This is an optimization exercise on Yosys and OpenROAD, whose aim is small area, not a production implementation. The RTL was checked by simulation tests, not by an equivalence proof against the original design. Power figures rest on the tool's default switching activity, not on a simulated workload.

## register_file
module register_file #(
    parameter int DATA_WIDTH = 32,
    parameter int ADDR_WIDTH = 5
) (
    input  logic                  clk,
    input  logic                  reset,
    input  logic [ADDR_WIDTH-1:0] addr_1,
    input  logic [ADDR_WIDTH-1:0] addr_2,
    input  logic [ADDR_WIDTH-1:0] wb_addr,
    input  logic [DATA_WIDTH-1:0] wb_data,
    input  logic                  write,
    output logic [DATA_WIDTH-1:0] data_1,
    output logic [DATA_WIDTH-1:0] data_2
);
clock: 8.0 ns
lec_check: 0
cap_margin: 20
core_margin: 2
core_utilization: 60
slew_margin: 20
synth_hierarchical: 1
standard.sh (not shown) runs the stock make flow with config.mk's settings and CLKGATE_MAP_FILE= SYNTH_SCRIPT=/design/flow/synth_recipe.tcl, a recipe that flattens the netlist after the stock synthesis.
==> flow/flow/run.sh <==
#!/bin/bash
# Own layout flow: the standard flow, except
#  - synthesis is synth_recipe.tcl unchanged but for the final ABC mapping,
#    which uses an area-oriented script (flow/abc.script, via flow/mysynth.tcl);
#    registers, their names and cell types are those of the standard synthesis;
#  - smaller port buffers (buf_1);
#  - high-fanout drivers upsized before placement (flow/upsize.tcl);
#  - an input port buffer feeding a single buffer takes over that buffer's
#    drive after global placement (flow/merge_inbuf.tcl);
#  - a clock tree of clkbuf_4 without dummy loads (flow/cts_args).
set -euo pipefail
W=$(pwd)
export FLOW_SYNTH_TCL=$W/synth_recipe.tcl
export MY_ABC_SCRIPT=$W/flow/abc.script
export BUFFER_PORTS_ARGS="-buffer_cell sky130_fd_sc_hd__buf_1"
export CTS_ARGS="$(cat flow/cts_args)"
export PRE_GLOBAL_PLACE_TCL=$W/flow/upsize.tcl
export POST_GLOBAL_PLACE_TCL=$W/flow/merge_inbuf.tcl
sed -E "s#SYNTH_SCRIPT=[^ ]+#SYNTH_SCRIPT=$W/flow/mysynth.tcl#" standard.sh > my_standard.sh
bash my_standard.sh synth > synth.log 2>&1
bash my_standard.sh floorplan > floorplan.log 2>&1
bash my_standard.sh place > place.log 2>&1
bash my_standard.sh cts > cts.log 2>&1
bash my_standard.sh finish > finish.log 2>&1
==> flow/flow/cts_args <==
-sink_clustering_enable -repair_clock_nets -dont_use_dummy_load -buf_list {sky130_fd_sc_hd__clkbuf_4} -sink_clustering_size 9 -sink_clustering_max_diameter 40 -sink_clustering_levels 2
==> flow/flow/merge_inbuf.tcl <==
# After global placement: where an input port's buffer feeds only one more
# buffer (added by the placer's repair to drive the port's real loads), drop
# that second buffer and give the port buffer its drive strength instead.
set merged 0
set block [ord::get_db_block]
foreach bterm [$block getBTerms] {
  if {[$bterm getIoType] ne "INPUT"} { continue }
  set pnet [$bterm getNet]
  if {$pnet eq "NULL"} { continue }
  set pits [$pnet getITerms]
  if {[llength $pits] != 1} { continue }
  set pbuf [[lindex $pits 0] getInst]
  if {![regexp {__(buf|clkbuf)_[0-9]+$} [[$pbuf getMaster] getName]]} { continue }
  set onet [[$pbuf findITerm X] getNet]
  if {$onet eq "NULL"} { continue }
  set sinks {}
  foreach it [$onet getITerms] { if {[$it isInputSignal]} { lappend sinks $it } }
  if {[llength $sinks] != 1 || [llength [$onet getBTerms]] != 0} { continue }
  set b2 [[lindex $sinks 0] getInst]
  if {![regexp {__(buf|clkbuf)_[0-9]+$} [[$b2 getMaster] getName]]} { continue }
  set m2 [[$b2 getMaster] getName]
  remove_buffers [$b2 getName]
  replace_cell [$pbuf getName] $m2
  incr merged
}
puts "merge_inbuf.tcl: merged $merged input buffer pairs"
Other scripts of this flow, unchanged in this note and not shown: flow/flow/abc.script, flow/flow/mysynth.tcl, flow/flow/upsize.tcl
Change:
==> flow/flow/cts_args (replaced) <==
-sink_clustering_enable -repair_clock_nets -dont_use_dummy_load -buf_list {sky130_fd_sc_hd__clkbuf_4} -sink_clustering_size 8 -sink_clustering_max_diameter 40
--- a/flow/config.mk
+++ b/flow/config.mk
@@ -9,3 +9,3 @@
 export CORE_MARGIN = 2
-export CORE_UTILIZATION = 60
+export CORE_UTILIZATION = 50
 export SLEW_MARGIN = 20
After rerunning: The new run passed the timing, design-rule and antenna checks; core utilization came out lower by 10 points; first-iteration DRC count falls by about 20%; power climbs by 1.2%; setup slack improves by 0.018 ns; area after synthesis does not change; final area is higher by 1.1%.
Change:
--- a/flow/config.mk
+++ b/flow/config.mk
@@ -9,3 +9,3 @@
 export CORE_MARGIN = 2
-export CORE_UTILIZATION = 50
+export CORE_UTILIZATION = 60
 export SLEW_MARGIN = 20
=>
- global-route usage went up by 4.7 points
- worst setup slack degrades by 0.053 ns
- final area went down by 0.84%
- first-iteration DRC count went up by 18%
- sequential share of layout area went up by 0.41 points
- flip-flop and latch count does not change
- die area went down by 16%
- sequential power hardly moves
- wire length went down by 9.8%
- area after synthesis does not change
- register-to-register slack degrades by 0.03 ns
Change:
--- a/flow/flow/run.sh
+++ b/flow/flow/run.sh
@@ -7,4 +7,2 @@
 #  - high-fanout drivers upsized before placement (flow/upsize.tcl);
-#  - an input port buffer feeding a single buffer takes over that buffer's
-#    drive after global placement (flow/merge_inbuf.tcl);
 #  - a clock tree of clkbuf_4 without dummy loads (flow/cts_args).
@@ -17,3 +15,2 @@
 export PRE_GLOBAL_PLACE_TCL=$W/flow/upsize.tcl
-export POST_GLOBAL_PLACE_TCL=$W/flow/merge_inbuf.tcl
 sed -E "s#SYNTH_SCRIPT=[^ ]+#SYNTH_SCRIPT=$W/flow/mysynth.tcl#" standard.sh > my_standard.sh
--- a/flow/config.mk
+++ b/flow/config.mk
@@ -9,3 +9,3 @@
 export CORE_MARGIN = 2
-export CORE_UTILIZATION = 60
+export CORE_UTILIZATION = 50
 export SLEW_MARGIN = 20
removed: flow/flow/merge_inbuf.tcl
The changed run completed without violations; global-route usage went down by 4.6 points; register-to-register slack is about the same; sequential power is about the same; worst setup slack gains 0.17 ns; via count went up slightly; non-clock buffer count went up by 35; die area went up by about a fifth.

---

v53:
Another version of the RTL of register_file (not shown whole).
Size: about 1,000 flip-flops, about 110 I/O pins, ~39,000 sq um of cells after synthesis.
==> flow/config.mk <==
export PLATFORM = sky130hd
export DESIGN_NAME = register_file
export DESIGN_NICKNAME = register_file
export VERILOG_FILES = /design/flow/design.v
export SDC_FILE = /design/flow/constraint.sdc
export NUM_CORES = 4
export LEC_CHECK = 0
export CAP_MARGIN = 20
export CORE_MARGIN = 2
export CORE_UTILIZATION = 50
export SLEW_MARGIN = 20
export SYNTH_HIERARCHICAL = 1
==> flow/constraint.sdc <==
create_clock -name core_clock -period 8.0 [get_ports {clk}]
set_input_delay 1.6000 -clock core_clock [delete_from_list [all_inputs] [get_ports {clk}]]
set_output_delay 1.6000 -clock core_clock [all_outputs]
set_load 0.01 [all_outputs]
==> flow/flow/run.sh <==
#!/bin/bash
# Own layout flow: the standard flow, except
#  - synthesis is synth_recipe.tcl unchanged but for the final ABC mapping,
#    which uses an area-oriented script (flow/abc.script, via flow/mysynth.tcl);
#    registers, their names and cell types are those of the standard synthesis;
#  - smaller port buffers (buf_1);
#  - a clock tree of clkbuf_4 without dummy loads (flow/cts_args).
set -euo pipefail
W=$(pwd)
export FLOW_SYNTH_TCL=$W/synth_recipe.tcl
export MY_ABC_SCRIPT=$W/flow/abc.script
export BUFFER_PORTS_ARGS="-buffer_cell sky130_fd_sc_hd__buf_1"
export CTS_ARGS="$(cat flow/cts_args)"
sed -E "s#SYNTH_SCRIPT=[^ ]+#SYNTH_SCRIPT=$W/flow/mysynth.tcl#" standard.sh > my_standard.sh
bash my_standard.sh synth > synth.log 2>&1
bash my_standard.sh floorplan > floorplan.log 2>&1
bash my_standard.sh place > place.log 2>&1
bash my_standard.sh cts > cts.log 2>&1
bash my_standard.sh finish > finish.log 2>&1
==> flow/flow/abc.script <==
&get -n; &st; &dch -f; &nf -a -R 1000; &put; topo
==> flow/flow/cts_args <==
-sink_clustering_enable -repair_clock_nets -dont_use_dummy_load -buf_list {sky130_fd_sc_hd__clkbuf_4} -sink_clustering_size 8 -sink_clustering_max_diameter 40
==> flow/flow/mysynth.tcl <==
# The standard flow's synthesis script unchanged, except that the final ABC mapping uses an
# area-oriented script (flow/abc.script) in place of ORFS's delay-oriented one.
proc abc {args} {
  set i [lsearch -exact $args -script]
  if {$i >= 0} { set args [lreplace $args $i [expr {$i + 1}] -script $::env(MY_ABC_SCRIPT)] }
  yosys abc {*}$args
}
source $::env(FLOW_SYNTH_TCL)
Input changes introduced in v9 (baseline for comparison: v53):
==> flow/flow/run.sh <==
#!/bin/bash
# Own layout flow: the standard flow (standard synthesis unchanged), with
# smaller port buffers and a clock tree of smaller buffers without dummy loads.
set -euo pipefail
export BUFFER_PORTS_ARGS="-buffer_cell sky130_fd_sc_hd__buf_1"
export CTS_ARGS="$(cat flow/cts_args)"
bash standard.sh synth > synth.log 2>&1
bash standard.sh floorplan > floorplan.log 2>&1
bash standard.sh place > place.log 2>&1
bash standard.sh cts > cts.log 2>&1
bash standard.sh finish > finish.log 2>&1
==> flow/flow/cts_args <==
-sink_clustering_enable -repair_clock_nets -buf_list {sky130_fd_sc_hd__clkbuf_4 sky130_fd_sc_hd__clkbuf_8} -dont_use_dummy_load
removed: flow/flow/abc.script
removed: flow/flow/mysynth.tcl
Results
- Per the final summary, v9 finished and its layout is clean on timing, DRC and antenna.
- From v53 to v9 the numbers moved as follows: detailed-routing iteration count for the pre-antenna-repair pass went down 1, total vias in the final route went up 559, synthesized netlist net count held.
What v58 does differently from v9 at the input level:
==> flow/flow/cts_args <==
-sink_clustering_enable -repair_clock_nets -dont_use_dummy_load -buf_list {sky130_fd_sc_hd__clkbuf_4} -sink_clustering_size 8 -sink_clustering_max_diameter 40
### Flow results
- v58 against v9: combinational group power neither gained nor lost much; total power lost about 9%; design area lost 1100 sq um; sequential group share of total power picked up an extra 5.3 points.

port drivers added, routing unchanged:
Ports are ideal in the flow. The routed layouts listed here were re-timed in OpenROAD. Step 1, drivers: a clkbuf_16 drives clk and a buf_2 each remaining input, both assumed. Step 2 also shifts input and output timing later by t, the mid clock arrival at the registers, as if the neighbouring blocks saw the same clock. a / b / c = ideal / step 1 / step 2; a / b = the first two.
run | shift t [ns] | setup slack, ns | latest minus earliest clock arrival (ns)
the first run of note 1 | 1.124 | 0.944 / 0.921 / 0.921 | 0.095 / 0.095
the second run of note 1 | 1.093 | 0.962 / 0.941 / 0.941 | 0.102 / 0.102
the third run of note 1 | 1.106 | 0.909 / 0.885 / 0.885 | 0.106 / 0.107
the fourth run of note 1 | 1.093 | 1.082 / 1.059 / 1.059 | 0.129 / 0.128
v53 | 1.123 | 0.277 / 0.252 / 0.252 | 0.097 / 0.097
v9 | 0.873 | 0.886 / 0.757 / 0.757 | 0.099 / 0.098
v58 | 1.077 | 0.790 / 0.713 / 0.713 | 0.170 / 0.169
After both steps every run listed still meets setup and hold. For v9, which loses most, drivers alone change the setup slack by -0.129 ns; drivers and shift together by -0.129 ns.
